Context: an optimization exercise on an open-source flow, tuned for small area and a short achievable clock period. The choices shown serve that exercise and are no tape-out recipe.
Function was not checked in any run shown here: the RTL went through the layout flow alone.

$ cat flow/run.sh
#!/bin/bash
# The standard layout with three changes: synthesis skips the quick ABC pass
# inside Yosys's synth (the final ABC mapping still runs), adders use Yosys's
# Sklansky carry network instead of Kogge-Stone, and the ports get the
# smallest buffer instead of the delay buffer that buffer_ports picks by
# default. All output goes to run_standard.log in this folder; ORFS keeps its
# own logs under orfs/logs.
set -euo pipefail
export SYNTH_ARGS="-noabc"
export SYNTH_OPERATIONS_ARGS="-extra-map +/choices/sklansky.v"
export BUFFER_PORTS_ARGS="-buffer_cell sky130_fd_sc_hd__buf_1"
bash standard.sh > run_standard.log 2>&1
$ cat standard.sh
#!/bin/bash
# synth_recipe.tcl (not shown) runs the flow's synth.tcl, then flattens the netlist and writes it again
# the make line also repeats each setting of config.mk as NAME=value (left out here)
make -C /OpenROAD-flow-scripts/flow DESIGN_CONFIG=/design/flow/config.mk WORK_HOME=/design/flow/orfs CLKGATE_MAP_FILE= SYNTH_SCRIPT=/design/flow/synth_recipe.tcl "${@:-finish}"
$ cat config.mk
export PLATFORM = sky130hd
export DESIGN_NAME = arith_encoder
export DESIGN_NICKNAME = arith_encoder
export VERILOG_FILES = /design/flow/design.v
export SDC_FILE = /design/flow/constraint.sdc
export NUM_CORES = 4
export LEC_CHECK = 0
export ABC_AREA = 1
export CAP_MARGIN = 20
export CORE_MARGIN = 2
export CORE_UTILIZATION = 40
export CTS_BUF_LIST = sky130_fd_sc_hd__clkbuf_8
export SETUP_SLACK_MARGIN = 2.5
export SLEW_MARGIN = 20
$ cat constraint.sdc
create_clock -name core_clock -period 9.0 [get_ports {general_clk}]
set_input_delay 1.8000 -clock core_clock [delete_from_list [all_inputs] [get_ports {general_clk}]]
set_output_delay 1.8000 -clock core_clock [all_outputs]
set_load 0.01 [all_outputs]
$ cat design.v
`timescale 1ns/1ps
module pipeline_control (
  input  logic general_clk,
  input  logic reset,
  input  logic in_valid,
  output logic out_valid
);
  logic v1, v2;
  always_ff @(posedge general_clk) begin
    if (reset) begin
      v1 <= 1'b0;
      v2 <= 1'b0;
    end else begin
      v1 <= in_valid;
      v2 <= v1;
    end
  end
  assign out_valid = v2;
endmodule
`timescale 1ns/1ps
module probability_stage (
  input  logic        general_clk,
  input  logic        reset,
  input  logic        in_valid,
  input  logic [15:0] fl,
  input  logic [15:0] fh,
  input  logic [3:0]  symbol,
  input  logic [4:0]  nsyms,
  input  logic        bool_mode,
  output logic        p_x,
  output logic        p_en,
  output logic        p_z,
  output logic        p_s,         
  output logic [9:0]  p_m2n,       
  output logic [5:0]  p_k,
  output logic [9:0]  p_nn,       
  output logic [4:0]  p_o2
);
  logic        vin;
  logic [9:0]  fl6, fh6;
  logic        first, mode_a, mode_c;
  logic [5:0]  kd;        
  logic [4:0]  kdiff;     
  logic        kpos;
  logic [9:0]  m_p, m_q;
  logic [10:0] m_d;
  logic [10:0] m2;
  logic [5:0]  k_next;
  assign vin    = in_valid & ~reset;
  assign fl6    = fl[15:6];
  assign fh6    = fh[15:6];
  assign first  = (fl == 16'h8000);
  assign mode_a = bool_mode & symbol[0];
  assign mode_c = ~bool_mode & ~first;
  assign kd     = {1'b0, nsyms} - {2'b00, symbol};
  assign kpos   = ~kd[5] & (kd[4:0] != 5'd0);
  assign kdiff  = kd[5] ? 5'd0 : kd[4:0];
  assign m_p = bool_mode ? (symbol[0] ? fh6 : 10'd512) : fl6;
  assign m_q = mode_a ? 10'd0 : fh6;
  assign m_d = {1'b0, m_p} - {1'b0, m_q};
  assign m2  = vin ? m_d : 11'd512;
  always_comb begin
    if (!vin)           k_next = 6'd0;
    else if (mode_a)    k_next = 6'd1;
    else if (mode_c)    k_next = {5'd0, kpos};
    else if (bool_mode) k_next = 6'h3f;
    else if (kpos)      k_next = 6'd1 - {1'b0, kdiff};
    else                k_next = 6'd0;
  end
  always_ff @(posedge general_clk) begin
    p_x   <= ~vin | ~(mode_a | mode_c);
    p_z   <= ~vin | ~(mode_a | mode_c);
    p_en  <= vin & fh6[0] & (bool_mode ? ~symbol[0] : ~fl6[0]);
    p_s   <= m2[10];
    p_m2n <= ~m2[9:0];              
    p_k   <= k_next;
    p_nn  <= ~(bool_mode ? fh6 : fl6);    
    p_o2  <= bool_mode ? 5'd1 : kdiff;
  end
endmodule
`timescale 1ns/1ps
module interval_update (
  input  logic        general_clk,
  input  logic        reset,
  input  logic        p_x,
  input  logic        p_en,
  input  logic        p_z,
  input  logic        p_s,         
  input  logic [9:0]  p_m2n,       
  input  logic [5:0]  p_k,
  input  logic [9:0]  p_nn,        
  input  logic [4:0]  p_o2,
  output logic [15:0] range_q,
  output logic [3:0]  d_q,
  output logic [15:0] add_next
);
  logic [7:0]  r8;
  logic [16:0] sum2;
  logic [16:0] sum2n;
  logic [15:0] raw;
  logic [15:0] rn;
  assign r8 = range_q[15:8];
  assign rn = ~range_q;
  wire [7:0] r8n = rn[15:8];
  wire lt_1, lt_2;
  assign lt_1 = (r8[7] & ~p_m2n[0]) ^ (r8[6] & ~p_m2n[1]);
  assign lt_2 = (r8[7] & ~p_m2n[0]) & (r8[6] & ~p_m2n[1]);
  wire lt_3, lt_4;
  assign lt_3 = (r8[7] & ~p_m2n[1]) ^ (r8[6] & ~p_m2n[2]) ^ (r8[5] & ~p_m2n[3]);
  assign lt_4 = ((r8[7] & ~p_m2n[1]) & (r8[6] & ~p_m2n[2])) | ((r8[7] & ~p_m2n[1]) & (r8[5] & ~p_m2n[3])) | ((r8[6] & ~p_m2n[2]) & (r8[5] & ~p_m2n[3]));
  wire lt_5, lt_6;
  assign lt_5 = (r8[7] & ~p_m2n[2]) ^ (r8[6] & ~p_m2n[3]);
  assign lt_6 = (r8[7] & ~p_m2n[2]) & (r8[6] & ~p_m2n[3]);
  wire lt_7, lt_8;
  assign lt_7 = (r8[7] & ~p_m2n[3]) ^ (r8[6] & ~p_m2n[4]) ^ (r8[5] & ~p_m2n[5]);
  assign lt_8 = ((r8[7] & ~p_m2n[3]) & (r8[6] & ~p_m2n[4])) | ((r8[7] & ~p_m2n[3]) & (r8[5] & ~p_m2n[5])) | ((r8[6] & ~p_m2n[4]) & (r8[5] & ~p_m2n[5]));
  wire lt_9, lt_10;
  assign lt_9 = (r8[4] & ~p_m2n[0]) ^ (r8[3] & ~p_m2n[1]);
  assign lt_10 = (r8[4] & ~p_m2n[0]) & (r8[3] & ~p_m2n[1]);
  wire lt_11, lt_12;
  assign lt_11 = (r8[5] & ~p_m2n[0]) ^ (r8[4] & ~p_m2n[1]) ^ (r8[3] & ~p_m2n[2]);
  assign lt_12 = ((r8[5] & ~p_m2n[0]) & (r8[4] & ~p_m2n[1])) | ((r8[5] & ~p_m2n[0]) & (r8[3] & ~p_m2n[2])) | ((r8[4] & ~p_m2n[1]) & (r8[3] & ~p_m2n[2]));
  wire lt_13, lt_14;
  assign lt_13 = (r8[2] & ~p_m2n[3]) ^ (r8[1] & ~p_m2n[4]);
  assign lt_14 = (r8[2] & ~p_m2n[3]) & (r8[1] & ~p_m2n[4]);
  wire lt_15, lt_16;
  assign lt_15 = (r8[6] & ~p_m2n[0]) ^ (r8[5] & ~p_m2n[1]) ^ (r8[4] & ~p_m2n[2]);
  assign lt_16 = ((r8[6] & ~p_m2n[0]) & (r8[5] & ~p_m2n[1])) | ((r8[6] & ~p_m2n[0]) & (r8[4] & ~p_m2n[2])) | ((r8[5] & ~p_m2n[1]) & (r8[4] & ~p_m2n[2]));
  wire lt_17, lt_18;
  assign lt_17 = (r8[3] & ~p_m2n[3]) ^ (r8[2] & ~p_m2n[4]) ^ (r8[1] & ~p_m2n[5]);
  assign lt_18 = ((r8[3] & ~p_m2n[3]) & (r8[2] & ~p_m2n[4])) | ((r8[3] & ~p_m2n[3]) & (r8[1] & ~p_m2n[5])) | ((r8[2] & ~p_m2n[4]) & (r8[1] & ~p_m2n[5]));
  wire lt_19, lt_20;
  assign lt_19 = (r8[0] & ~p_m2n[6]) ^ (range_q[5] & p_x);
  assign lt_20 = (r8[0] & ~p_m2n[6]) & (range_q[5] & p_x);
  wire lt_21, lt_22;
  assign lt_21 = (r8[5] & ~p_m2n[2]) ^ (r8[4] & ~p_m2n[3]) ^ (r8[3] & ~p_m2n[4]);
  assign lt_22 = ((r8[5] & ~p_m2n[2]) & (r8[4] & ~p_m2n[3])) | ((r8[5] & ~p_m2n[2]) & (r8[3] & ~p_m2n[4])) | ((r8[4] & ~p_m2n[3]) & (r8[3] & ~p_m2n[4]));
  wire lt_23, lt_24;
  assign lt_23 = (r8[2] & ~p_m2n[5]) ^ (r8[1] & ~p_m2n[6]) ^ (r8[0] & ~p_m2n[7]);
  assign lt_24 = ((r8[2] & ~p_m2n[5]) & (r8[1] & ~p_m2n[6])) | ((r8[2] & ~p_m2n[5]) & (r8[0] & ~p_m2n[7])) | ((r8[1] & ~p_m2n[6]) & (r8[0] & ~p_m2n[7]));
  wire lt_25, lt_26;
  assign lt_25 = (range_q[6] & p_x) ^ p_k[4] ^ lt_1;
  assign lt_26 = ((range_q[6] & p_x) & p_k[4]) | ((range_q[6] & p_x) & lt_1) | (p_k[4] & lt_1);
  wire lt_27, lt_28;
  assign lt_27 = (r8[4] & ~p_m2n[4]) ^ (r8[3] & ~p_m2n[5]) ^ (r8[2] & ~p_m2n[6]);
  assign lt_28 = ((r8[4] & ~p_m2n[4]) & (r8[3] & ~p_m2n[5])) | ((r8[4] & ~p_m2n[4]) & (r8[2] & ~p_m2n[6])) | ((r8[3] & ~p_m2n[5]) & (r8[2] & ~p_m2n[6]));
  wire lt_29, lt_30;
  assign lt_29 = (r8[1] & ~p_m2n[7]) ^ (r8[0] & ~p_m2n[8]) ^ (range_q[7] & p_x);
  assign lt_30 = ((r8[1] & ~p_m2n[7]) & (r8[0] & ~p_m2n[8])) | ((r8[1] & ~p_m2n[7]) & (range_q[7] & p_x)) | ((r8[0] & ~p_m2n[8]) & (range_q[7] & p_x));
  wire lt_31, lt_32;
  assign lt_31 = p_k[5] ^ lt_3 ^ lt_2;
  assign lt_32 = (p_k[5] & lt_3) | (p_k[5] & lt_2) | (lt_3 & lt_2);
  wire lt_33, lt_34;
  assign lt_33 = (r8[5] & ~p_m2n[4]) ^ (r8[4] & ~p_m2n[5]) ^ (r8[3] & ~p_m2n[6]);
  assign lt_34 = ((r8[5] & ~p_m2n[4]) & (r8[4] & ~p_m2n[5])) | ((r8[5] & ~p_m2n[4]) & (r8[3] & ~p_m2n[6])) | ((r8[4] & ~p_m2n[5]) & (r8[3] & ~p_m2n[6]));
  wire lt_35, lt_36;
  assign lt_35 = (r8[2] & ~p_m2n[7]) ^ (r8[1] & ~p_m2n[8]) ^ (r8[0] & ~p_m2n[9]);
  assign lt_36 = ((r8[2] & ~p_m2n[7]) & (r8[1] & ~p_m2n[8])) | ((r8[2] & ~p_m2n[7]) & (r8[0] & ~p_m2n[9])) | ((r8[1] & ~p_m2n[8]) & (r8[0] & ~p_m2n[9]));
  wire lt_37, lt_38;
  assign lt_37 = p_k[5] ^ lt_5 ^ lt_4;
  assign lt_38 = (p_k[5] & lt_5) | (p_k[5] & lt_4) | (lt_5 & lt_4);
  wire lt_39, lt_40;
  assign lt_39 = (r8[4] & ~p_m2n[6]) ^ (r8[3] & ~p_m2n[7]) ^ (r8[2] & ~p_m2n[8]);
  assign lt_40 = ((r8[4] & ~p_m2n[6]) & (r8[3] & ~p_m2n[7])) | ((r8[4] & ~p_m2n[6]) & (r8[2] & ~p_m2n[8])) | ((r8[3] & ~p_m2n[7]) & (r8[2] & ~p_m2n[8]));
  wire lt_41, lt_42;
  assign lt_41 = (r8[1] & ~p_m2n[9]) ^ (p_s & r8n[0]) ^ p_s;
  assign lt_42 = ((r8[1] & ~p_m2n[9]) & (p_s & r8n[0])) | ((r8[1] & ~p_m2n[9]) & p_s) | ((p_s & r8n[0]) & p_s);
  wire lt_43, lt_44;
  assign lt_43 = p_k[5] ^ lt_7 ^ lt_6;
  assign lt_44 = (p_k[5] & lt_7) | (p_k[5] & lt_6) | (lt_7 & lt_6);
  wire lt_45, lt_46;
  assign lt_45 = (r8[7] & ~p_m2n[4]) ^ (r8[6] & ~p_m2n[5]) ^ (r8[5] & ~p_m2n[6]);
  assign lt_46 = ((r8[7] & ~p_m2n[4]) & (r8[6] & ~p_m2n[5])) | ((r8[7] & ~p_m2n[4]) & (r8[5] & ~p_m2n[6])) | ((r8[6] & ~p_m2n[5]) & (r8[5] & ~p_m2n[6]));
  wire lt_47, lt_48;
  assign lt_47 = (r8[4] & ~p_m2n[7]) ^ (r8[3] & ~p_m2n[8]) ^ (r8[2] & ~p_m2n[9]);
  assign lt_48 = ((r8[4] & ~p_m2n[7]) & (r8[3] & ~p_m2n[8])) | ((r8[4] & ~p_m2n[7]) & (r8[2] & ~p_m2n[9])) | ((r8[3] & ~p_m2n[8]) & (r8[2] & ~p_m2n[9]));
  wire lt_49, lt_50;
  assign lt_49 = (p_s & r8n[1]) ^ p_k[5] ^ lt_8;
  assign lt_50 = ((p_s & r8n[1]) & p_k[5]) | ((p_s & r8n[1]) & lt_8) | (p_k[5] & lt_8);
  wire lt_51, lt_52;
  assign lt_51 = (r8[7] & ~p_m2n[5]) ^ (r8[6] & ~p_m2n[6]) ^ (r8[5] & ~p_m2n[7]);
  assign lt_52 = ((r8[7] & ~p_m2n[5]) & (r8[6] & ~p_m2n[6])) | ((r8[7] & ~p_m2n[5]) & (r8[5] & ~p_m2n[7])) | ((r8[6] & ~p_m2n[6]) & (r8[5] & ~p_m2n[7]));
  wire lt_53, lt_54;
  assign lt_53 = (r8[4] & ~p_m2n[8]) ^ (r8[3] & ~p_m2n[9]) ^ (p_s & r8n[2]);
  assign lt_54 = ((r8[4] & ~p_m2n[8]) & (r8[3] & ~p_m2n[9])) | ((r8[4] & ~p_m2n[8]) & (p_s & r8n[2])) | ((r8[3] & ~p_m2n[9]) & (p_s & r8n[2]));
  wire lt_55, lt_56;
  assign lt_55 = (r8[7] & ~p_m2n[6]) ^ (r8[6] & ~p_m2n[7]) ^ (r8[5] & ~p_m2n[8]);
  assign lt_56 = ((r8[7] & ~p_m2n[6]) & (r8[6] & ~p_m2n[7])) | ((r8[7] & ~p_m2n[6]) & (r8[5] & ~p_m2n[8])) | ((r8[6] & ~p_m2n[7]) & (r8[5] & ~p_m2n[8]));
  wire lt_57, lt_58;
  assign lt_57 = (r8[3] & ~p_m2n[0]) ^ (r8[2] & ~p_m2n[1]) ^ (r8[1] & ~p_m2n[2]);
  assign lt_58 = ((r8[3] & ~p_m2n[0]) & (r8[2] & ~p_m2n[1])) | ((r8[3] & ~p_m2n[0]) & (r8[1] & ~p_m2n[2])) | ((r8[2] & ~p_m2n[1]) & (r8[1] & ~p_m2n[2]));
  wire lt_59, lt_60;
  assign lt_59 = (r8[2] & ~p_m2n[2]) ^ (r8[1] & ~p_m2n[3]) ^ (r8[0] & ~p_m2n[4]);
  assign lt_60 = ((r8[2] & ~p_m2n[2]) & (r8[1] & ~p_m2n[3])) | ((r8[2] & ~p_m2n[2]) & (r8[0] & ~p_m2n[4])) | ((r8[1] & ~p_m2n[3]) & (r8[0] & ~p_m2n[4]));
  wire lt_61, lt_62;
  assign lt_61 = (range_q[3] & p_x) ^ p_k[1];
  assign lt_62 = (range_q[3] & p_x) & p_k[1];
  wire lt_63, lt_64;
  assign lt_63 = (r8[0] & ~p_m2n[5]) ^ (range_q[4] & p_x) ^ p_k[2];
  assign lt_64 = ((r8[0] & ~p_m2n[5]) & (range_q[4] & p_x)) | ((r8[0] & ~p_m2n[5]) & p_k[2]) | ((range_q[4] & p_x) & p_k[2]);
  wire lt_65, lt_66;
  assign lt_65 = lt_11 ^ lt_13 ^ lt_10;
  assign lt_66 = (lt_11 & lt_13) | (lt_11 & lt_10) | (lt_13 & lt_10);
  wire lt_67, lt_68;
  assign lt_67 = p_k[3] ^ lt_15 ^ lt_17;
  assign lt_68 = (p_k[3] & lt_15) | (p_k[3] & lt_17) | (lt_15 & lt_17);
  wire lt_69, lt_70;
  assign lt_69 = lt_19 ^ lt_12 ^ lt_14;
  assign lt_70 = (lt_19 & lt_12) | (lt_19 & lt_14) | (lt_12 & lt_14);
  wire lt_71, lt_72;
  assign lt_71 = lt_21 ^ lt_23 ^ lt_25;
  assign lt_72 = (lt_21 & lt_23) | (lt_21 & lt_25) | (lt_23 & lt_25);
  wire lt_73, lt_74;
  assign lt_73 = lt_16 ^ lt_18 ^ lt_20;
  assign lt_74 = (lt_16 & lt_18) | (lt_16 & lt_20) | (lt_18 & lt_20);
  wire lt_75, lt_76;
  assign lt_75 = lt_27 ^ lt_29 ^ lt_31;
  assign lt_76 = (lt_27 & lt_29) | (lt_27 & lt_31) | (lt_29 & lt_31);
  wire lt_77, lt_78;
  assign lt_77 = lt_22 ^ lt_24 ^ lt_26;
  assign lt_78 = (lt_22 & lt_24) | (lt_22 & lt_26) | (lt_24 & lt_26);
  wire lt_79, lt_80;
  assign lt_79 = lt_33 ^ lt_35 ^ lt_37;
  assign lt_80 = (lt_33 & lt_35) | (lt_33 & lt_37) | (lt_35 & lt_37);
  wire lt_81, lt_82;
  assign lt_81 = lt_28 ^ lt_30 ^ lt_32;
  assign lt_82 = (lt_28 & lt_30) | (lt_28 & lt_32) | (lt_30 & lt_32);
  wire lt_83, lt_84;
  assign lt_83 = lt_39 ^ lt_41 ^ lt_43;
  assign lt_84 = (lt_39 & lt_41) | (lt_39 & lt_43) | (lt_41 & lt_43);
  wire lt_85, lt_86;
  assign lt_85 = lt_34 ^ lt_36 ^ lt_38;
  assign lt_86 = (lt_34 & lt_36) | (lt_34 & lt_38) | (lt_36 & lt_38);
  wire lt_87, lt_88;
  assign lt_87 = lt_45 ^ lt_47 ^ lt_49;
  assign lt_88 = (lt_45 & lt_47) | (lt_45 & lt_49) | (lt_47 & lt_49);
  wire lt_89, lt_90;
  assign lt_89 = lt_40 ^ lt_42 ^ lt_44;
  assign lt_90 = (lt_40 & lt_42) | (lt_40 & lt_44) | (lt_42 & lt_44);
  wire lt_91, lt_92;
  assign lt_91 = p_k[5] ^ lt_51 ^ lt_53;
  assign lt_92 = (p_k[5] & lt_51) | (p_k[5] & lt_53) | (lt_51 & lt_53);
  wire lt_93, lt_94;
  assign lt_93 = lt_46 ^ lt_48 ^ lt_50;
  assign lt_94 = (lt_46 & lt_48) | (lt_46 & lt_50) | (lt_48 & lt_50);
  wire lt_95, lt_96;
  assign lt_95 = (r8[4] & ~p_m2n[9]) ^ (p_s & r8n[3]) ^ p_k[5];
  assign lt_96 = ((r8[4] & ~p_m2n[9]) & (p_s & r8n[3])) | ((r8[4] & ~p_m2n[9]) & p_k[5]) | ((p_s & r8n[3]) & p_k[5]);
  wire lt_97, lt_98;
  assign lt_97 = lt_55 ^ lt_52 ^ lt_54;
  assign lt_98 = (lt_55 & lt_52) | (lt_55 & lt_54) | (lt_52 & lt_54);
  wire lt_99, lt_100;
  assign lt_99 = (r8[7] & ~p_m2n[7]) ^ (r8[6] & ~p_m2n[8]) ^ (r8[5] & ~p_m2n[9]);
  assign lt_100 = ((r8[7] & ~p_m2n[7]) & (r8[6] & ~p_m2n[8])) | ((r8[7] & ~p_m2n[7]) & (r8[5] & ~p_m2n[9])) | ((r8[6] & ~p_m2n[8]) & (r8[5] & ~p_m2n[9]));
  wire lt_101, lt_102;
  assign lt_101 = (p_s & r8n[4]) ^ p_k[5] ^ lt_56;
  assign lt_102 = ((p_s & r8n[4]) & p_k[5]) | ((p_s & r8n[4]) & lt_56) | (p_k[5] & lt_56);
  wire lt_103, lt_104;
  assign lt_103 = (r8[7] & ~p_m2n[8]) ^ (r8[6] & ~p_m2n[9]) ^ (p_s & r8n[5]);
  assign lt_104 = ((r8[7] & ~p_m2n[8]) & (r8[6] & ~p_m2n[9])) | ((r8[7] & ~p_m2n[8]) & (p_s & r8n[5])) | ((r8[6] & ~p_m2n[9]) & (p_s & r8n[5]));
  wire lt_105, lt_106;
  assign lt_105 = (r8[1] & ~p_m2n[0]) ^ (r8[0] & ~p_m2n[1]);
  assign lt_106 = (r8[1] & ~p_m2n[0]) & (r8[0] & ~p_m2n[1]);
  wire lt_107, lt_108;
  assign lt_107 = (r8[2] & ~p_m2n[0]) ^ (r8[1] & ~p_m2n[1]) ^ (r8[0] & ~p_m2n[2]);
  assign lt_108 = ((r8[2] & ~p_m2n[0]) & (r8[1] & ~p_m2n[1])) | ((r8[2] & ~p_m2n[0]) & (r8[0] & ~p_m2n[2])) | ((r8[1] & ~p_m2n[1]) & (r8[0] & ~p_m2n[2]));
  wire lt_109, lt_110;
  assign lt_109 = (r8[0] & ~p_m2n[3]) ^ (range_q[2] & p_x) ^ p_k[0];
  assign lt_110 = ((r8[0] & ~p_m2n[3]) & (range_q[2] & p_x)) | ((r8[0] & ~p_m2n[3]) & p_k[0]) | ((range_q[2] & p_x) & p_k[0]);
  wire lt_111, lt_112;
  assign lt_111 = lt_9 ^ lt_59 ^ lt_61;
  assign lt_112 = (lt_9 & lt_59) | (lt_9 & lt_61) | (lt_59 & lt_61);
  wire lt_113, lt_114;
  assign lt_113 = lt_63 ^ lt_65 ^ lt_60;
  assign lt_114 = (lt_63 & lt_65) | (lt_63 & lt_60) | (lt_65 & lt_60);
  wire lt_115, lt_116;
  assign lt_115 = lt_67 ^ lt_69 ^ lt_64;
  assign lt_116 = (lt_67 & lt_69) | (lt_67 & lt_64) | (lt_69 & lt_64);
  wire lt_117, lt_118;
  assign lt_117 = lt_71 ^ lt_73 ^ lt_68;
  assign lt_118 = (lt_71 & lt_73) | (lt_71 & lt_68) | (lt_73 & lt_68);
  wire lt_119, lt_120;
  assign lt_119 = lt_75 ^ lt_77 ^ lt_72;
  assign lt_120 = (lt_75 & lt_77) | (lt_75 & lt_72) | (lt_77 & lt_72);
  wire lt_121, lt_122;
  assign lt_121 = lt_79 ^ lt_81 ^ lt_76;
  assign lt_122 = (lt_79 & lt_81) | (lt_79 & lt_76) | (lt_81 & lt_76);
  wire lt_123, lt_124;
  assign lt_123 = lt_83 ^ lt_85 ^ lt_80;
  assign lt_124 = (lt_83 & lt_85) | (lt_83 & lt_80) | (lt_85 & lt_80);
  wire lt_125, lt_126;
  assign lt_125 = lt_87 ^ lt_89 ^ lt_84;
  assign lt_126 = (lt_87 & lt_89) | (lt_87 & lt_84) | (lt_89 & lt_84);
  wire lt_127, lt_128;
  assign lt_127 = lt_91 ^ lt_93 ^ lt_88;
  assign lt_128 = (lt_91 & lt_93) | (lt_91 & lt_88) | (lt_93 & lt_88);
  wire lt_129, lt_130;
  assign lt_129 = lt_95 ^ lt_97 ^ lt_92;
  assign lt_130 = (lt_95 & lt_97) | (lt_95 & lt_92) | (lt_97 & lt_92);
  wire lt_131, lt_132;
  assign lt_131 = lt_99 ^ lt_101 ^ lt_96;
  assign lt_132 = (lt_99 & lt_101) | (lt_99 & lt_96) | (lt_101 & lt_96);
  wire lt_133, lt_134;
  assign lt_133 = p_k[5] ^ lt_103 ^ lt_100;
  assign lt_134 = (p_k[5] & lt_103) | (p_k[5] & lt_100) | (lt_103 & lt_100);
  wire lt_135, lt_136;
  assign lt_135 = (r8[7] & ~p_m2n[9]) ^ (p_s & r8n[6]) ^ p_k[5];
  assign lt_136 = ((r8[7] & ~p_m2n[9]) & (p_s & r8n[6])) | ((r8[7] & ~p_m2n[9]) & p_k[5]) | ((p_s & r8n[6]) & p_k[5]);
  wire lt_137, lt_138;
  assign lt_137 = (range_q[0] & p_x) ^ (p_en & r8[0]);
  assign lt_138 = (range_q[0] & p_x) & (p_en & r8[0]);
  wire lt_139, lt_140;
  assign lt_139 = (range_q[1] & p_x) ^ lt_107 ^ lt_106;
  assign lt_140 = ((range_q[1] & p_x) & lt_107) | ((range_q[1] & p_x) & lt_106) | (lt_107 & lt_106);
  wire lt_141, lt_142;
  assign lt_141 = lt_57 ^ lt_109 ^ lt_108;
  assign lt_142 = (lt_57 & lt_109) | (lt_57 & lt_108) | (lt_109 & lt_108);
  wire lt_143, lt_144;
  assign lt_143 = lt_58 ^ lt_111 ^ lt_110;
  assign lt_144 = (lt_58 & lt_111) | (lt_58 & lt_110) | (lt_111 & lt_110);
  wire lt_145, lt_146;
  assign lt_145 = lt_62 ^ lt_113 ^ lt_112;
  assign lt_146 = (lt_62 & lt_113) | (lt_62 & lt_112) | (lt_113 & lt_112);
  wire lt_147, lt_148;
  assign lt_147 = lt_66 ^ lt_115 ^ lt_114;
  assign lt_148 = (lt_66 & lt_115) | (lt_66 & lt_114) | (lt_115 & lt_114);
  wire lt_149, lt_150;
  assign lt_149 = lt_70 ^ lt_117 ^ lt_116;
  assign lt_150 = (lt_70 & lt_117) | (lt_70 & lt_116) | (lt_117 & lt_116);
  wire lt_151, lt_152;
  assign lt_151 = lt_74 ^ lt_119 ^ lt_118;
  assign lt_152 = (lt_74 & lt_119) | (lt_74 & lt_118) | (lt_119 & lt_118);
  wire lt_153, lt_154;
  assign lt_153 = lt_78 ^ lt_121 ^ lt_120;
  assign lt_154 = (lt_78 & lt_121) | (lt_78 & lt_120) | (lt_121 & lt_120);
  wire lt_155, lt_156;
  assign lt_155 = lt_82 ^ lt_123 ^ lt_122;
  assign lt_156 = (lt_82 & lt_123) | (lt_82 & lt_122) | (lt_123 & lt_122);
  wire lt_157, lt_158;
  assign lt_157 = lt_86 ^ lt_125 ^ lt_124;
  assign lt_158 = (lt_86 & lt_125) | (lt_86 & lt_124) | (lt_125 & lt_124);
  wire lt_159, lt_160;
  assign lt_159 = lt_90 ^ lt_127 ^ lt_126;
  assign lt_160 = (lt_90 & lt_127) | (lt_90 & lt_126) | (lt_127 & lt_126);
  wire lt_161, lt_162;
  assign lt_161 = lt_94 ^ lt_129 ^ lt_128;
  assign lt_162 = (lt_94 & lt_129) | (lt_94 & lt_128) | (lt_129 & lt_128);
  wire lt_163, lt_164;
  assign lt_163 = lt_98 ^ lt_131 ^ lt_130;
  assign lt_164 = (lt_98 & lt_131) | (lt_98 & lt_130) | (lt_131 & lt_130);
  wire lt_165, lt_166;
  assign lt_165 = lt_102 ^ lt_133 ^ lt_132;
  assign lt_166 = (lt_102 & lt_133) | (lt_102 & lt_132) | (lt_133 & lt_132);
  wire lt_167, lt_168;
  assign lt_167 = lt_104 ^ lt_135 ^ lt_134;
  assign lt_168 = (lt_104 & lt_135) | (lt_104 & lt_134) | (lt_135 & lt_134);
  wire [16:0] lt_a, lt_b;
  assign lt_a = {lt_167, lt_165, lt_163, lt_161, lt_159, lt_157, lt_155, lt_153, lt_151, lt_149, lt_147, lt_145, lt_143, lt_141, lt_139, lt_105, 1'b0};
  assign lt_b = {lt_166, lt_164, lt_162, lt_160, lt_158, lt_156, lt_154, lt_152, lt_150, lt_148, lt_146, lt_144, lt_142, lt_140, lt_138, lt_137, 1'b0};
  assign sum2 = lt_a + lt_b;
  assign raw  = sum2[16:1];
  wire at_1, at_2;
  assign at_1 = rn[6] ^ p_o2[4];
  assign at_2 = rn[6] & p_o2[4];
  wire at_3, at_4;
  assign at_3 = rn[7] ^ (r8[7] & ~p_nn[1]);
  assign at_4 = rn[7] & (r8[7] & ~p_nn[1]);
  wire at_5, at_6;
  assign at_5 = rn[8] ^ (r8[7] & ~p_nn[2]);
  assign at_6 = rn[8] & (r8[7] & ~p_nn[2]);
  wire at_7, at_8;
  assign at_7 = rn[3] ^ p_o2[1];
  assign at_8 = rn[3] & p_o2[1];
  wire at_9, at_10;
  assign at_9 = rn[4] ^ p_o2[2] ^ (r8[5] & ~p_nn[0]);
  assign at_10 = (rn[4] & p_o2[2]) | (rn[4] & (r8[5] & ~p_nn[0])) | (p_o2[2] & (r8[5] & ~p_nn[0]));
  wire at_11, at_12;
  assign at_11 = (r8[4] & ~p_nn[1]) ^ (r8[3] & ~p_nn[2]);
  assign at_12 = (r8[4] & ~p_nn[1]) & (r8[3] & ~p_nn[2]);
  wire at_13, at_14;
  assign at_13 = rn[5] ^ p_o2[3] ^ (r8[6] & ~p_nn[0]);
  assign at_14 = (rn[5] & p_o2[3]) | (rn[5] & (r8[6] & ~p_nn[0])) | (p_o2[3] & (r8[6] & ~p_nn[0]));
  wire at_15, at_16;
  assign at_15 = (r8[5] & ~p_nn[1]) ^ (r8[4] & ~p_nn[2]) ^ (r8[3] & ~p_nn[3]);
  assign at_16 = ((r8[5] & ~p_nn[1]) & (r8[4] & ~p_nn[2])) | ((r8[5] & ~p_nn[1]) & (r8[3] & ~p_nn[3])) | ((r8[4] & ~p_nn[2]) & (r8[3] & ~p_nn[3]));
  wire at_17, at_18;
  assign at_17 = (r8[2] & ~p_nn[4]) ^ (r8[1] & ~p_nn[5]);
  assign at_18 = (r8[2] & ~p_nn[4]) & (r8[1] & ~p_nn[5]);
  wire at_19, at_20;
  assign at_19 = (r8[7] & ~p_nn[0]) ^ (r8[6] & ~p_nn[1]) ^ (r8[5] & ~p_nn[2]);
  assign at_20 = ((r8[7] & ~p_nn[0]) & (r8[6] & ~p_nn[1])) | ((r8[7] & ~p_nn[0]) & (r8[5] & ~p_nn[2])) | ((r8[6] & ~p_nn[1]) & (r8[5] & ~p_nn[2]));
  wire at_21, at_22;
  assign at_21 = (r8[4] & ~p_nn[3]) ^ (r8[3] & ~p_nn[4]) ^ (r8[2] & ~p_nn[5]);
  assign at_22 = ((r8[4] & ~p_nn[3]) & (r8[3] & ~p_nn[4])) | ((r8[4] & ~p_nn[3]) & (r8[2] & ~p_nn[5])) | ((r8[3] & ~p_nn[4]) & (r8[2] & ~p_nn[5]));
  wire at_23, at_24;
  assign at_23 = (r8[1] & ~p_nn[6]) ^ (r8[0] & ~p_nn[7]) ^ at_1;
  assign at_24 = ((r8[1] & ~p_nn[6]) & (r8[0] & ~p_nn[7])) | ((r8[1] & ~p_nn[6]) & at_1) | ((r8[0] & ~p_nn[7]) & at_1);
  wire at_25, at_26;
  assign at_25 = (r8[6] & ~p_nn[2]) ^ (r8[5] & ~p_nn[3]) ^ (r8[4] & ~p_nn[4]);
  assign at_26 = ((r8[6] & ~p_nn[2]) & (r8[5] & ~p_nn[3])) | ((r8[6] & ~p_nn[2]) & (r8[4] & ~p_nn[4])) | ((r8[5] & ~p_nn[3]) & (r8[4] & ~p_nn[4]));
  wire at_27, at_28;
  assign at_27 = (r8[3] & ~p_nn[5]) ^ (r8[2] & ~p_nn[6]) ^ (r8[1] & ~p_nn[7]);
  assign at_28 = ((r8[3] & ~p_nn[5]) & (r8[2] & ~p_nn[6])) | ((r8[3] & ~p_nn[5]) & (r8[1] & ~p_nn[7])) | ((r8[2] & ~p_nn[6]) & (r8[1] & ~p_nn[7]));
  wire at_29, at_30;
  assign at_29 = (r8[0] & ~p_nn[8]) ^ at_3 ^ at_2;
  assign at_30 = ((r8[0] & ~p_nn[8]) & at_3) | ((r8[0] & ~p_nn[8]) & at_2) | (at_3 & at_2);
  wire at_31, at_32;
  assign at_31 = (r8[6] & ~p_nn[3]) ^ (r8[5] & ~p_nn[4]) ^ (r8[4] & ~p_nn[5]);
  assign at_32 = ((r8[6] & ~p_nn[3]) & (r8[5] & ~p_nn[4])) | ((r8[6] & ~p_nn[3]) & (r8[4] & ~p_nn[5])) | ((r8[5] & ~p_nn[4]) & (r8[4] & ~p_nn[5]));
  wire at_33, at_34;
  assign at_33 = (r8[3] & ~p_nn[6]) ^ (r8[2] & ~p_nn[7]) ^ (r8[1] & ~p_nn[8]);
  assign at_34 = ((r8[3] & ~p_nn[6]) & (r8[2] & ~p_nn[7])) | ((r8[3] & ~p_nn[6]) & (r8[1] & ~p_nn[8])) | ((r8[2] & ~p_nn[7]) & (r8[1] & ~p_nn[8]));
  wire at_35, at_36;
  assign at_35 = (r8[0] & ~p_nn[9]) ^ at_5 ^ at_4;
  assign at_36 = ((r8[0] & ~p_nn[9]) & at_5) | ((r8[0] & ~p_nn[9]) & at_4) | (at_5 & at_4);
  wire at_37, at_38;
  assign at_37 = rn[9] ^ (r8[7] & ~p_nn[3]) ^ (r8[6] & ~p_nn[4]);
  assign at_38 = (rn[9] & (r8[7] & ~p_nn[3])) | (rn[9] & (r8[6] & ~p_nn[4])) | ((r8[7] & ~p_nn[3]) & (r8[6] & ~p_nn[4]));
  wire at_39, at_40;
  assign at_39 = (r8[5] & ~p_nn[5]) ^ (r8[4] & ~p_nn[6]) ^ (r8[3] & ~p_nn[7]);
  assign at_40 = ((r8[5] & ~p_nn[5]) & (r8[4] & ~p_nn[6])) | ((r8[5] & ~p_nn[5]) & (r8[3] & ~p_nn[7])) | ((r8[4] & ~p_nn[6]) & (r8[3] & ~p_nn[7]));
  wire at_41, at_42;
  assign at_41 = (r8[2] & ~p_nn[8]) ^ (r8[1] & ~p_nn[9]) ^ at_6;
  assign at_42 = ((r8[2] & ~p_nn[8]) & (r8[1] & ~p_nn[9])) | ((r8[2] & ~p_nn[8]) & at_6) | ((r8[1] & ~p_nn[9]) & at_6);
  wire at_43, at_44;
  assign at_43 = rn[10] ^ (r8[7] & ~p_nn[4]) ^ (r8[6] & ~p_nn[5]);
  assign at_44 = (rn[10] & (r8[7] & ~p_nn[4])) | (rn[10] & (r8[6] & ~p_nn[5])) | ((r8[7] & ~p_nn[4]) & (r8[6] & ~p_nn[5]));
  wire at_45, at_46;
  assign at_45 = (r8[5] & ~p_nn[6]) ^ (r8[4] & ~p_nn[7]) ^ (r8[3] & ~p_nn[8]);
  assign at_46 = ((r8[5] & ~p_nn[6]) & (r8[4] & ~p_nn[7])) | ((r8[5] & ~p_nn[6]) & (r8[3] & ~p_nn[8])) | ((r8[4] & ~p_nn[7]) & (r8[3] & ~p_nn[8]));
  wire at_47, at_48;
  assign at_47 = rn[11] ^ (r8[7] & ~p_nn[5]) ^ (r8[6] & ~p_nn[6]);
  assign at_48 = (rn[11] & (r8[7] & ~p_nn[5])) | (rn[11] & (r8[6] & ~p_nn[6])) | ((r8[7] & ~p_nn[5]) & (r8[6] & ~p_nn[6]));
  wire at_49, at_50;
  assign at_49 = rn[2] ^ p_o2[0] ^ (r8[3] & ~p_nn[0]);
  assign at_50 = (rn[2] & p_o2[0]) | (rn[2] & (r8[3] & ~p_nn[0])) | (p_o2[0] & (r8[3] & ~p_nn[0]));
  wire at_51, at_52;
  assign at_51 = (r8[4] & ~p_nn[0]) ^ (r8[3] & ~p_nn[1]) ^ (r8[2] & ~p_nn[2]);
  assign at_52 = ((r8[4] & ~p_nn[0]) & (r8[3] & ~p_nn[1])) | ((r8[4] & ~p_nn[0]) & (r8[2] & ~p_nn[2])) | ((r8[3] & ~p_nn[1]) & (r8[2] & ~p_nn[2]));
  wire at_53, at_54;
  assign at_53 = (r8[1] & ~p_nn[3]) ^ (r8[0] & ~p_nn[4]);
  assign at_54 = (r8[1] & ~p_nn[3]) & (r8[0] & ~p_nn[4]);
  wire at_55, at_56;
  assign at_55 = (r8[2] & ~p_nn[3]) ^ (r8[1] & ~p_nn[4]) ^ (r8[0] & ~p_nn[5]);
  assign at_56 = ((r8[2] & ~p_nn[3]) & (r8[1] & ~p_nn[4])) | ((r8[2] & ~p_nn[3]) & (r8[0] & ~p_nn[5])) | ((r8[1] & ~p_nn[4]) & (r8[0] & ~p_nn[5]));
  wire at_57, at_58;
  assign at_57 = at_9 ^ at_11 ^ at_8;
  assign at_58 = (at_9 & at_11) | (at_9 & at_8) | (at_11 & at_8);
  wire at_59, at_60;
  assign at_59 = (r8[0] & ~p_nn[6]) ^ at_13 ^ at_15;
  assign at_60 = ((r8[0] & ~p_nn[6]) & at_13) | ((r8[0] & ~p_nn[6]) & at_15) | (at_13 & at_15);
  wire at_61, at_62;
  assign at_61 = at_17 ^ at_10 ^ at_12;
  assign at_62 = (at_17 & at_10) | (at_17 & at_12) | (at_10 & at_12);
  wire at_63, at_64;
  assign at_63 = at_19 ^ at_21 ^ at_23;
  assign at_64 = (at_19 & at_21) | (at_19 & at_23) | (at_21 & at_23);
  wire at_65, at_66;
  assign at_65 = at_14 ^ at_16 ^ at_18;
  assign at_66 = (at_14 & at_16) | (at_14 & at_18) | (at_16 & at_18);
  wire at_67, at_68;
  assign at_67 = at_25 ^ at_27 ^ at_29;
  assign at_68 = (at_25 & at_27) | (at_25 & at_29) | (at_27 & at_29);
  wire at_69, at_70;
  assign at_69 = at_20 ^ at_22 ^ at_24;
  assign at_70 = (at_20 & at_22) | (at_20 & at_24) | (at_22 & at_24);
  wire at_71, at_72;
  assign at_71 = at_31 ^ at_33 ^ at_35;
  assign at_72 = (at_31 & at_33) | (at_31 & at_35) | (at_33 & at_35);
  wire at_73, at_74;
  assign at_73 = at_26 ^ at_28 ^ at_30;
  assign at_74 = (at_26 & at_28) | (at_26 & at_30) | (at_28 & at_30);
  wire at_75, at_76;
  assign at_75 = at_37 ^ at_39 ^ at_41;
  assign at_76 = (at_37 & at_39) | (at_37 & at_41) | (at_39 & at_41);
  wire at_77, at_78;
  assign at_77 = at_32 ^ at_34 ^ at_36;
  assign at_78 = (at_32 & at_34) | (at_32 & at_36) | (at_34 & at_36);
  wire at_79, at_80;
  assign at_79 = (r8[2] & ~p_nn[9]) ^ at_43 ^ at_45;
  assign at_80 = ((r8[2] & ~p_nn[9]) & at_43) | ((r8[2] & ~p_nn[9]) & at_45) | (at_43 & at_45);
  wire at_81, at_82;
  assign at_81 = at_38 ^ at_40 ^ at_42;
  assign at_82 = (at_38 & at_40) | (at_38 & at_42) | (at_40 & at_42);
  wire at_83, at_84;
  assign at_83 = (r8[5] & ~p_nn[7]) ^ (r8[4] & ~p_nn[8]) ^ (r8[3] & ~p_nn[9]);
  assign at_84 = ((r8[5] & ~p_nn[7]) & (r8[4] & ~p_nn[8])) | ((r8[5] & ~p_nn[7]) & (r8[3] & ~p_nn[9])) | ((r8[4] & ~p_nn[8]) & (r8[3] & ~p_nn[9]));
  wire at_85, at_86;
  assign at_85 = at_47 ^ at_44 ^ at_46;
  assign at_86 = (at_47 & at_44) | (at_47 & at_46) | (at_44 & at_46);
  wire at_87, at_88;
  assign at_87 = rn[12] ^ (r8[7] & ~p_nn[6]) ^ (r8[6] & ~p_nn[7]);
  assign at_88 = (rn[12] & (r8[7] & ~p_nn[6])) | (rn[12] & (r8[6] & ~p_nn[7])) | ((r8[7] & ~p_nn[6]) & (r8[6] & ~p_nn[7]));
  wire at_89, at_90;
  assign at_89 = (r8[5] & ~p_nn[8]) ^ (r8[4] & ~p_nn[9]) ^ at_48;
  assign at_90 = ((r8[5] & ~p_nn[8]) & (r8[4] & ~p_nn[9])) | ((r8[5] & ~p_nn[8]) & at_48) | ((r8[4] & ~p_nn[9]) & at_48);
  wire at_91, at_92;
  assign at_91 = rn[13] ^ (r8[7] & ~p_nn[7]) ^ (r8[6] & ~p_nn[8]);
  assign at_92 = (rn[13] & (r8[7] & ~p_nn[7])) | (rn[13] & (r8[6] & ~p_nn[8])) | ((r8[7] & ~p_nn[7]) & (r8[6] & ~p_nn[8]));
  wire at_93, at_94;
  assign at_93 = rn[1] ^ (r8[2] & ~p_nn[0]);
  assign at_94 = rn[1] & (r8[2] & ~p_nn[0]);
  wire at_95, at_96;
  assign at_95 = (r8[2] & ~p_nn[1]) ^ (r8[1] & ~p_nn[2]) ^ (r8[0] & ~p_nn[3]);
  assign at_96 = ((r8[2] & ~p_nn[1]) & (r8[1] & ~p_nn[2])) | ((r8[2] & ~p_nn[1]) & (r8[0] & ~p_nn[3])) | ((r8[1] & ~p_nn[2]) & (r8[0] & ~p_nn[3]));
  wire at_97, at_98;
  assign at_97 = at_7 ^ at_51 ^ at_53;
  assign at_98 = (at_7 & at_51) | (at_7 & at_53) | (at_51 & at_53);
  wire at_99, at_100;
  assign at_99 = at_55 ^ at_57 ^ at_52;
  assign at_100 = (at_55 & at_57) | (at_55 & at_52) | (at_57 & at_52);
  wire at_101, at_102;
  assign at_101 = at_59 ^ at_61 ^ at_56;
  assign at_102 = (at_59 & at_61) | (at_59 & at_56) | (at_61 & at_56);
  wire at_103, at_104;
  assign at_103 = at_63 ^ at_65 ^ at_60;
  assign at_104 = (at_63 & at_65) | (at_63 & at_60) | (at_65 & at_60);
  wire at_105, at_106;
  assign at_105 = at_67 ^ at_69 ^ at_64;
  assign at_106 = (at_67 & at_69) | (at_67 & at_64) | (at_69 & at_64);
  wire at_107, at_108;
  assign at_107 = at_71 ^ at_73 ^ at_68;
  assign at_108 = (at_71 & at_73) | (at_71 & at_68) | (at_73 & at_68);
  wire at_109, at_110;
  assign at_109 = at_75 ^ at_77 ^ at_72;
  assign at_110 = (at_75 & at_77) | (at_75 & at_72) | (at_77 & at_72);
  wire at_111, at_112;
  assign at_111 = at_79 ^ at_81 ^ at_76;
  assign at_112 = (at_79 & at_81) | (at_79 & at_76) | (at_81 & at_76);
  wire at_113, at_114;
  assign at_113 = at_83 ^ at_85 ^ at_80;
  assign at_114 = (at_83 & at_85) | (at_83 & at_80) | (at_85 & at_80);
  wire at_115, at_116;
  assign at_115 = at_87 ^ at_89 ^ at_84;
  assign at_116 = (at_87 & at_89) | (at_87 & at_84) | (at_89 & at_84);
  wire at_117, at_118;
  assign at_117 = (r8[5] & ~p_nn[9]) ^ at_91 ^ at_88;
  assign at_118 = ((r8[5] & ~p_nn[9]) & at_91) | ((r8[5] & ~p_nn[9]) & at_88) | (at_91 & at_88);
  wire at_119, at_120;
  assign at_119 = rn[14] ^ (r8[7] & ~p_nn[8]) ^ (r8[6] & ~p_nn[9]);
  assign at_120 = (rn[14] & (r8[7] & ~p_nn[8])) | (rn[14] & (r8[6] & ~p_nn[9])) | ((r8[7] & ~p_nn[8]) & (r8[6] & ~p_nn[9]));
  wire at_121, at_122;
  assign at_121 = rn[0] ^ (r8[1] & ~p_nn[0]);
  assign at_122 = rn[0] & (r8[1] & ~p_nn[0]);
  wire at_123, at_124;
  assign at_123 = (r8[1] & ~p_nn[1]) ^ (r8[0] & ~p_nn[2]) ^ at_93;
  assign at_124 = ((r8[1] & ~p_nn[1]) & (r8[0] & ~p_nn[2])) | ((r8[1] & ~p_nn[1]) & at_93) | ((r8[0] & ~p_nn[2]) & at_93);
  wire at_125, at_126;
  assign at_125 = at_49 ^ at_95 ^ at_94;
  assign at_126 = (at_49 & at_95) | (at_49 & at_94) | (at_95 & at_94);
  wire at_127, at_128;
  assign at_127 = at_50 ^ at_97 ^ at_96;
  assign at_128 = (at_50 & at_97) | (at_50 & at_96) | (at_97 & at_96);
  wire at_129, at_130;
  assign at_129 = at_54 ^ at_99 ^ at_98;
  assign at_130 = (at_54 & at_99) | (at_54 & at_98) | (at_99 & at_98);
  wire at_131, at_132;
  assign at_131 = at_58 ^ at_101 ^ at_100;
  assign at_132 = (at_58 & at_101) | (at_58 & at_100) | (at_101 & at_100);
  wire at_133, at_134;
  assign at_133 = at_62 ^ at_103 ^ at_102;
  assign at_134 = (at_62 & at_103) | (at_62 & at_102) | (at_103 & at_102);
  wire at_135, at_136;
  assign at_135 = at_66 ^ at_105 ^ at_104;
  assign at_136 = (at_66 & at_105) | (at_66 & at_104) | (at_105 & at_104);
  wire at_137, at_138;
  assign at_137 = at_70 ^ at_107 ^ at_106;
  assign at_138 = (at_70 & at_107) | (at_70 & at_106) | (at_107 & at_106);
  wire at_139, at_140;
  assign at_139 = at_74 ^ at_109 ^ at_108;
  assign at_140 = (at_74 & at_109) | (at_74 & at_108) | (at_109 & at_108);
  wire at_141, at_142;
  assign at_141 = at_78 ^ at_111 ^ at_110;
  assign at_142 = (at_78 & at_111) | (at_78 & at_110) | (at_111 & at_110);
  wire at_143, at_144;
  assign at_143 = at_82 ^ at_113 ^ at_112;
  assign at_144 = (at_82 & at_113) | (at_82 & at_112) | (at_113 & at_112);
  wire at_145, at_146;
  assign at_145 = at_86 ^ at_115 ^ at_114;
  assign at_146 = (at_86 & at_115) | (at_86 & at_114) | (at_115 & at_114);
  wire at_147, at_148;
  assign at_147 = at_90 ^ at_117 ^ at_116;
  assign at_148 = (at_90 & at_117) | (at_90 & at_116) | (at_117 & at_116);
  wire at_149, at_150;
  assign at_149 = at_92 ^ at_119 ^ at_118;
  assign at_150 = (at_92 & at_119) | (at_92 & at_118) | (at_119 & at_118);
  wire at_151, at_152;
  assign at_151 = rn[15] ^ (r8[7] & ~p_nn[9]) ^ at_120;
  assign at_152 = (rn[15] & (r8[7] & ~p_nn[9])) | (rn[15] & at_120) | ((r8[7] & ~p_nn[9]) & at_120);
  wire [16:0] at_a, at_b;
  assign at_a = {at_151, at_149, at_147, at_145, at_143, at_141, at_139, at_137, at_135, at_133, at_131, at_129, at_127, at_125, at_123, (r8[0] & ~p_nn[1]), 1'b0};
  assign at_b = {at_150, at_148, at_146, at_144, at_142, at_140, at_138, at_136, at_134, at_132, at_130, at_128, at_126, at_124, at_122, at_121, 1'b0};
  assign sum2n    = at_a + at_b;
  assign add_next = ~(sum2n[16:1] | {16{p_z}});
  logic        z8, z4, z2, z1, raw_zero;
  logic [15:0] t1, t2, t3, range_next;
  logic [3:0]  d_next;
  assign z8 = ~|raw[15:8];
  assign t1 = z8 ? {raw[7:0], 8'd0} : raw;
  assign z4 = ~|t1[15:12];
  assign t2 = z4 ? {t1[11:0], 4'd0} : t1;
  assign z2 = ~|t2[15:14];
  assign t3 = z2 ? {t2[13:0], 2'd0} : t2;
  assign z1 = ~t3[15];
  assign range_next = z1 ? {t3[14:0], 1'b0} : t3;
  assign raw_zero = ~|raw;
  assign d_next = (raw_zero | reset) ? 4'd0 : {z8, z4, z2, z1};
  always_ff @(posedge general_clk) begin
    if (reset) range_q <= 16'd32768;
    else       range_q <= range_next;
    d_q <= d_next;
  end
endmodule
`timescale 1ns/1ps
module renormalizer (
  input  logic        general_clk,
  input  logic        reset,
  input  logic [15:0] add_next,
  input  logic [3:0]  d_q,
  output logic [23:0] low_out,
  output logic [4:0]  cnt_out,
  output logic [1:0]  bit_flag,
  output logic [15:0] out_bit_1,
  output logic [15:0] out_bit_2
);
  logic [23:0] sum_q;
  logic [3:0]  cq;
  logic [4:0]  e_sum;        
  logic        emit1, emit2;
  logic [2:0]  f_sum;        
  logic [23:0] low_shl;
  logic [23:0] low_next;
  logic [23:0] sum_next;
  logic [3:0]  cq_next;
  logic [7:0]  keep_hi;
  logic [24:0] win_src;
  logic [23:0] win;
  assign e_sum = {1'b0, cq} + {1'b0, d_q};
  assign emit1 = e_sum >= 5'd9;
  assign emit2 = e_sum >= 5'd17;
  assign f_sum = e_sum[2:0] - 3'd1;    
  always_comb begin
    case (f_sum)
      3'd0: keep_hi = 8'h00;
      3'd1: keep_hi = 8'h01;
      3'd2: keep_hi = 8'h03;
      3'd3: keep_hi = 8'h07;
      3'd4: keep_hi = 8'h0f;
      3'd5: keep_hi = 8'h1f;
      3'd6: keep_hi = 8'h3f;
      default: keep_hi = 8'h7f;
    endcase
    if (!emit1) keep_hi = 8'hff;
  end
  assign low_shl  = sum_q << d_q;
  assign low_next = low_shl & {keep_hi, 16'hffff};
  assign cq_next  = emit1 ? {1'b0, f_sum} + 4'd1 : e_sum[3:0];
  assign sum_next = low_next + {8'd0, add_next};
  assign win_src = {sum_q, 1'b0};
  assign win     = 24'(win_src >> cq);
  always_ff @(posedge general_clk) begin
    if (reset) begin
      sum_q <= '0;
      cq    <= '0;
    end else begin
      sum_q <= sum_next;
      cq    <= cq_next;
    end
  end
  assign low_out   = low_next;
  assign cnt_out   = {1'b0, cq_next} - 5'd9;
  assign bit_flag  = {emit2, emit1 & ~emit2};
  assign out_bit_1 = win[23:8];
  assign out_bit_2 = {8'd0, win[7:0]};
endmodule
`timescale 1ns/1ps
module arith_encoder #(
  parameter int SYMBOL_WIDTH = 4
) (
  input  logic                    general_clk,
  input  logic                    reset,
  input  logic                    in_valid,
  input  logic [15:0]             fl,
  input  logic [15:0]             fh,
  input  logic [SYMBOL_WIDTH-1:0] symbol,
  input  logic [SYMBOL_WIDTH:0]   nsyms,
  input  logic                    bool_mode,
  output logic                    out_valid,
  output logic [15:0]             range_out,
  output logic [23:0]             low_out,
  output logic [4:0]              cnt_out,
  output logic [1:0]              bit_flag,
  output logic [15:0]             out_bit_1,
  output logic [15:0]             out_bit_2
);
  logic        p_x, p_en, p_z;
  logic        p_s;
  logic [9:0]  p_m2n;
  logic [5:0]  p_k;
  logic [9:0]  p_nn;
  logic [4:0]  p_o2;
  logic [15:0] add_next;
  logic [3:0]  d_q;
  pipeline_control u_control (
    .general_clk (general_clk),
    .reset       (reset),
    .in_valid    (in_valid),
    .out_valid   (out_valid)
  );
  probability_stage u_stage_1 (
    .general_clk (general_clk),
    .reset       (reset),
    .in_valid    (in_valid),
    .fl          (fl),
    .fh          (fh),
    .symbol      (symbol),
    .nsyms       (nsyms),
    .bool_mode   (bool_mode),
    .p_x         (p_x),
    .p_en        (p_en),
    .p_z         (p_z),
    .p_s         (p_s),
    .p_m2n       (p_m2n),
    .p_k         (p_k),
    .p_nn         (p_nn),
    .p_o2        (p_o2)
  );
  interval_update u_stage_2 (
    .general_clk (general_clk),
    .reset       (reset),
    .p_x         (p_x),
    .p_en        (p_en),
    .p_z         (p_z),
    .p_s         (p_s),
    .p_m2n       (p_m2n),
    .p_k         (p_k),
    .p_nn         (p_nn),
    .p_o2        (p_o2),
    .range_q     (range_out),
    .d_q         (d_q),
    .add_next    (add_next)
  );
  renormalizer u_stage_3 (
    .general_clk (general_clk),
    .reset       (reset),
    .add_next    (add_next),
    .d_q         (d_q),
    .low_out     (low_out),
    .cnt_out     (cnt_out),
    .bit_flag    (bit_flag),
    .out_bit_1   (out_bit_1),
    .out_bit_2   (out_bit_2)
  );
endmodule
==> qor.txt, run 1 <==
Status = no timing/DRC/antenna violations
Crit path launch = u_stage_2.range_q[15]$_SDFF_PP1_
CTS tree = done
Fin crit share = 69.4%
Hold-fix buffers, CTS = 0
Worst Skew = 0.0185 ns
Largest net degree at the start of global routing = 45
Hold Path Stages = 2
First-pass GRT wire length = 53,900 um
Starting Density = 40.4%
Worst R2R End = u_stage_3.sum_q[23]$_SDFF_PP0_
Post-synth cell types = 50
Core area = 30,400 sq um
Number of top-level pins = 125
Util after Layout = 43.7%
Diodes inserted = 0
Register area share after synthesis = 13.7%
Hold Path End = u_control.v2$_SDFF_PP0_
Worst-Skew Late Latency = 0.39 ns
Unrepaired setup endpoints after global routing = no
CP startpoint kind = register
Post-Synthesis Cell Area = 12,300 sq um
Initial DRT Pass Iterations = 7
Die area = 32,200 sq um
Antenna Nets Post-Route = 0
Clock slew at reported path FFs = 0.10 ns
Worst hold-check path type = register to register
DR vias/cell = 5.09
DP HPWL = 27,300 um
Crit path kind = register to register
Mapped Avg Cell Area = 7.10 sq um
Dpl ws = 2.00 ns
Worst Tran Pin Value = 0.877 ns
Placed inst area = 12,800 sq um
Fill cells = 3,222
Main flop type after synthesis = dfxtp_1
WL/cell = 15.3 um
Share of cells above drive strength 1 = 6.18%
Hold Slack = 0.526 ns
Yosys Warn Count = 4
Fin worst setup slack = 2.75 ns
Yosys reg bits = 84
Critical Path Max Stage Delay = 0.59 ns
Reg-to-reg startpoint = u_stage_2.range_q[15]$_SDFF_PP1_
Most common cell on crit path = fa_1
CP required = 9.33 ns
CP max-delay cell = fa_1
CP arrival = 6.57 ns
Placer Congestion = 0.883
Nets@finish = 2,088
Asr flop ratio synth = 0%
Fin area = 13,300 sq um
Port-buffer cells = 110
Cells after DPL = 2,155
Die height = 179 um
Fin. max-slew vios = 0
Commonest cells after routing, fill and taps aside = nand2_1, nor2_1, inv_1
Syn Inst Count = 1,734
All-Layer GR Usage = 20.6%
DR iter-0 viols = 542
Die W = 179 um
Most common cell after layout, fill and taps aside = nand2_1
P&R area growth vs syn = 8.08%
EDFF count, synth = 0
Crit path max fanout = 7
Final Hold Viols = 0
CTS sink count = 84
Min cycle time layout = 6.25 ns
Clk root buf = clkbuf_8
Worst rel slew slack = 41.5%
Num rows = 64
Final setup viols = 0
DRC = 0
Htree depth = 3
Cts bufs inserted = 9
Fmax = 160 MHz
Max-cap check violation count = 0
Clock tree buffer depth = 2
Routed via count = 11,200
Worst min-delay path startpoint = u_control.v1$_SDFF_PP0_
Global route total overflow = 0
Number of global-route vias before repair = 10,700
R2r worst-path depth = 22
Critical Path Sink Type = register
Setup TNS = 0 ns
Crit-path cells = buf_8, clkinvlp_4, buf_12, nor2_1, ha_1, fa_1, fa_1, fa_1, fa_1, ha_1, a21o_1, fa_1, xor2_1, nor2_1, ha_1, a21oi_1, o211ai_1, nand2_1, a21oi_4, nand4_1, or2_1, a21oi_1
Post-Layout Cell Count = 2,192
Initial antenna violation count = 0
WL final = 33,400 um
Setup slack, reg-to-reg = 2.75 ns
[sequential cells by signal, summed over array words and instances (netlist names), 4 cells and up]
signal,count
u_stage_3.cq,4
u_stage_3.sum_q,24
u_stage_2.d_q,4
u_stage_1.p_m2n,10
u_stage_1.p_o2,5
u_stage_1.p_nn,10
u_stage_2.range_q,16
u_stage_1.p_k,6
[routing by layer]
| layer | share of wire [%] | wire (um) | track usage, % |
|---|---|---|---|
| met2 | 50 | 16700 | 36.2 |
| met5 | 0 | 0 | 0 |
| met4 | 2.0 | 665 | 5.20 |
| met3 | 5.6 | 1860 | 3.28 |
| met1 | 43 | 14300 | 26.2 |
[area by class of cell]
cell class / count / area [sq um] / share of cell area (%)
Multi-Input combinational cell: 1334 / 9400 / 70.7
Sequential cell: 84 / 1690 / 12.7
Inverter: 223 / 867 / 6.52
Timing Repair Buffer: 137 / 656 / 4.93
Tap cell: 396 / 495 / 3.72
Clock buffer: 9 / 124 / 0.931
Clock inverter: 7 / 57.6 / 0.433
Timing Repair inverter: 2 / 10.0 / 0.0753
[worst max-delay path: cells and delay by family (launching register included)]
kind | cells | cell delay (ns)
fa+ha+maj | 8 | 3.41
compound gates | 5 | 1.01
simple gates | 5 | 0.76
buf+inv | 3 | 0.49
flops | 1 | 0.35
xor+xnor | 1 | 0.18
[synth_stat cells (9+ instances only)]
library cell / instances / area (sq um)
nor2_1: 259 / 972
nor3_1: 9 / 45.0
buf_4: 27 / 203
inv_1: 208 / 781
nand3_1: 56 / 280
or2_2: 12 / 75.1
o21ai_0: 149 / 746
ha_1: 92 / 1150
fa_1: 160 / 3200
nand2_1: 413 / 1550
dfxtp_1: 84 / 1680
buf_2: 9 / 45.0
o211ai_1: 11 / 82.6
mux2i_1: 14 / 140
xor2_1: 21 / 184
clkbuf_1: 54 / 203
a21oi_1: 55 / 275
[worst max-delay path by stage]
| stage | to | slack (ns) | cells after the start |
|---|---|---|---|
| global route | u_stage_3.sum_q[23]$_SDFF_PP0_ | 2.49 | 24 |
| CTS | u_stage_3.sum_q[22]$_SDFF_PP0_ | 2.48 | 26 |
| global placement | u_stage_3.sum_q[22]$_SDFF_PP0_ | 2.08 | 29 |
| detailed placement | u_stage_3.sum_q[22]$_SDFF_PP0_ | 2.00 | 29 |
| finish | u_stage_3.sum_q[23]$_SDFF_PP0_ | 2.75 | 22 |
| floorplan | u_stage_2.range_q[3]$_SDFF_PP0_ | 2.86 | 29 |
[logic make-up after synthesis]
kind of cell / Yosys count / synth area share (%)
DFF: 84 / 13.7
AOI/OAI and AO/OA: 250 / 11.0
buffers and inverters: 324 / 11.1
adders and majority gates: 252 / 35.4
muxes: 14 / 1.14
xor gates and xnor gates: 28 / 1.99
and+or+nand+nor: 781 / 25.7
other: 1 / 0.0305
[timing repair]
action	CTS	global route
resized for setup	15	26
gates cloned	2	1
pin swaps	0	13
setup endpoints to repair	26	27
setup buffers	1	17
==> run 2, diff against run 1 <==
--- a/config.mk
+++ b/config.mk
@@ -6,5 +6,5 @@
 export NUM_CORES = 4
 export LEC_CHECK = 0
-export ABC_AREA = 1
+export ABC_AREA = 0
 export CAP_MARGIN = 20
 export CORE_MARGIN = 2
==> run 2 against run 1 <==
  * Via count fell by 9.7%
  * First-iteration DRC count up 12%
  * Non-clock buffer count is 32 higher
  * Flip-flop and latch count is the same
  * Wire length shrank 0.71%
  * Maximum frequency decreased by 1.9%
  * Sequential share of layout area fell by 0.64 points
  * Highest routed layer unchanged
==> qor.txt, run 2 <==
Dominant cell type by area after synthesis = fa_1
Worst Skew = 0.0186 ns (+0.0000919 ns)
Main flop type after synthesis = dfxtp_1
P&R area growth vs syn = 12.5%
Post-synth cell types = 79 (+58%)
Asr flop ratio synth = 0% (unchanged)
CP arrival = 6.68 ns (+0.11 ns)
Share of cells above drive strength 1 = 14.5% (+8.3 points)
Max reg flops = 24 (unchanged)
CTS tree = done
Post-Synthesis Cell Area = 12,600 sq um (+2.4%)
CP startpoint kind = register
Status = no timing/DRC/antenna violations
Routed via count = 10,100 (-9.7%)
Reg-to-reg startpoint = u_stage_2.range_q[13]$_SDFF_PP0_
Nets@finish = 1,738 (-17%)
Fin. max-slew vios = 0 (unchanged)
Critical Path Sink Type = register
CP required = 9.31 ns (-0.02 ns)
Crit path launch = u_stage_2.range_q[13]$_SDFF_PP0_
Yosys Warn Count = 4 (unchanged)
Fin crit share = 70.7% (+1.4 points)
Clk root buf = clkbuf_8
DR vias/cell = 5.47 (+7.4%)
WL/cell = 18.0 um (+18%)
Die area = 32,900 sq um (+2.3%)
Clock slew at reported path FFs = 0.10 ns (about the same)
Largest Register = u_stage_3.sum_q
Port-buffer cells = 110 (unchanged)
DRC = 0 (unchanged)
Num rows = 64 (unchanged)
Final Hold Viols = 0 (unchanged)
Number of global-route vias before repair = 10,200 (-4.1%)
Initial DRT Pass Iterations = 5 (-2)
Crit path kind = register to register
Min cycle time layout = 6.37 ns (+0.122 ns)
Initial antenna violation count = 0 (unchanged)
Commonest cells after routing, fill and taps aside = fa_1, nor2b_1, nor2_1
Post-Layout Cell Count = 1,842 (-16%)
Core area = 30,800 sq um (+1.3%)
Largest net degree at the start of global routing = 37 (-18%)
Top flop regs = u_stage_3.sum_q: 24 flops, u_stage_2.range_q: 16 flops
Cells after DPL = 1,782 (-17%)
Count leader, synth = fa_1
Antenna Nets Post-Route = 0 (unchanged)
DR iter-0 viols = 607 (+12%)
Worst hold-check path type = register to register
Htree depth = 3 (unchanged)
Crit path max fanout = 10 (+3)
Worst rel slew slack = 44.9% (+3.5 points)
Global route total overflow = 0 (unchanged)
Die height = 181 um (+1.2%)
Most common cell after layout, fill and taps aside = fa_1
Worst Tran Pin Value = 0.826 ns (-0.0506 ns)
Hold-fix buffers, CTS = 0 (unchanged)
CTS sink count = 84 (unchanged)
Fin area = 14,200 sq um (+6.5%)
Placed inst area = 13,200 sq um (+3.3%)
Starting Density = 40.9% (+0.43 points)
Diodes inserted = 0 (unchanged)
Fmax = 157 MHz (-1.9%)
Post-synth top cells = fa_1, nor2b_1, nor2_1, ha_1, inv_1
Register area share after synthesis = 13.3% (-0.32 points)
Unrepaired setup endpoints after global routing = yes
EDFF count, synth = 0 (unchanged)
Max-cap check violation count = 0 (unchanged)
Yosys reg bits = 84 (unchanged)
Worst-Skew Late Latency = 0.38 ns (about the same)
Worst min-delay path startpoint = u_control.v1$_SDFF_PP0_
Cts bufs inserted = 9 (unchanged)
Top cells by area, synth = fa_1, dfxtp_1, ha_1
Number of top-level pins = 125 (unchanged)
Setup TNS = 0 ns (unchanged)
WL final = 33,200 um (-0.71%)
DP HPWL = 25,900 um (-5.3%)
First-pass GRT wire length = 53,300 um (-1.2%)
All-Layer GR Usage = 20.1% (-0.45 points)
Share of the synthesized area in the top cell type = 25.4% (-0.61 points)
Die W = 181 um (+1.2%)
Hold Slack = 0.446 ns (-0.0803 ns)
Mapped Avg Cell Area = 9.42 sq um (+33%)
Clock tree buffer depth = 2 (unchanged)
Syn Inst Count = 1,338 (-23%)
Placer Congestion = 0.863 (-2.2%)
Final setup viols = 0 (unchanged)
[run 2: changes by cell type after synthesis, moves of 27 or more]
cell,delta
nor2b_1,+148
mux2i_1,+42
nand2_1,-352
inv_1,-118
mux4_2,+27
o21ai_0,-125
nor2_1,-139
nand3_1,-42
[run 2: metrics by stage]
stage          util [%]  worst slack [ns]
2_1_floorplan         -              2.52
3_3_place_gp       42.8              1.42
3_5_place_dp       42.8              1.31
4_1_cts            44.2              2.51
5_1_grt            46.0              2.43
6_report           46.0              2.63
[run 2: final timing paths]
path | end | slack [ns] | cells after the start
min reg2reg | u_control.v2$_SDFF_PP0_ | 0.45 | 1
max | u_stage_2.range_q[5]$_SDFF_PP0_ | 2.63 | 20
min | u_control.v2$_SDFF_PP0_ | 0.45 | 1
max reg2reg | u_stage_2.range_q[5]$_SDFF_PP0_ | 2.63 | 20
[run 2: final cells by class]
cell class | instances | area (sq um)
Clock buffer | 9 | 124
Fill cell | 2982 | 16700
Tap cell | 396 | 495
Multi-Input combinational cell | 1084 | 10400
Sequential cell | 84 | 1710
Timing Repair Buffer | 169 | 948
Inverter | 93 | 358
Clock inverter | 7 | 83.8
[run 2: worst max-delay path: stages, from the launching register on]
cell and delay (ns):
dfxtp_4 0.37, buf_4 0.16, nor2b_2 0.16, fa_1 0.50, fa_1 0.43, fa_1 0.53
fa_1 0.53, fa_1 0.56, ha_2 0.34, nor2b_1 0.19, a221oi_2 0.29, o21ai_2 0.12
nor4b_4 0.33, nor4b_4 0.28, buf_4 0.17, a221oi_1 0.10, o31ai_4 0.34, a311oi_4 0.20
buf_4 0.20, or3_1 0.34, o22ai_1 0.17
[run 2: layer usage]
metal  global-route usage, %  vias up  share of wire (%)
met5                       0        -                  0
met4                    3.80        0                1.4
met3                    2.63       28                4.8
met2                    34.0      302                 48
met1                    27.8     4992                 46
li1                        -     4747                  -
[run 2: cell families after synthesis]
logic type / Yosys count / synth area share [%]
AND/OR/NAND/NOR: 470 / 19.8
buffers and inverters: 177 / 6.25
flip-flops: 84 / 13.3
XOR/XNOR: 48 / 3.46
adder cells (fa/ha/maj): 252 / 34.6
other: 1 / 0.0298
multiplexers: 95 / 10.4
AO/OA/AOI/OAI: 211 / 12.2
[run 2: what timing repair did]
item	in CTS	in global routing
endpoints found under the setup margin	30	26
pin swaps	7	38
gates resized for setup	27	68
buffers inserted	18	24
cloned	0	2

-- what the ideal ports hide --
The results above use ideal ports. As a check the final layouts listed here were re-extracted and re-timed, cells and wires unchanged. Step 1 (the two cells are an assumption about what drives the block):
set clk [get_ports {general_clk}]
set_driving_cell -lib_cell sky130_fd_sc_hd__clkbuf_16 $clk
set_driving_cell -lib_cell sky130_fd_sc_hd__buf_2 [delete_from_list [all_inputs] $clk]
Step 2 adds t to the input delays and takes it off the output delays; t is the mean of the earliest and latest rising clock arrival at the registers after step 1. Input paths then give back, and output paths get back, about the clock's delay inside the block. Slacks: no drivers / after step 1 / after step 2; pairs: no drivers / after step 1.
run | shift t [ns] | setup WS [ns] | worst setup path after step 2 | latest minus earliest clock arrival (ns) | worst register clock-pin slew, ns
run 1 | 0.409 | 2.755 / 2.755 / 2.755 | register to register | 0.018 / 0.019 | 0.10 / 0.10
run 2 | 0.409 | 2.633 / 2.633 / 2.633 | register to register | 0.019 / 0.019 | 0.10 / 0.10
After both steps every run listed still meets setup and hold.
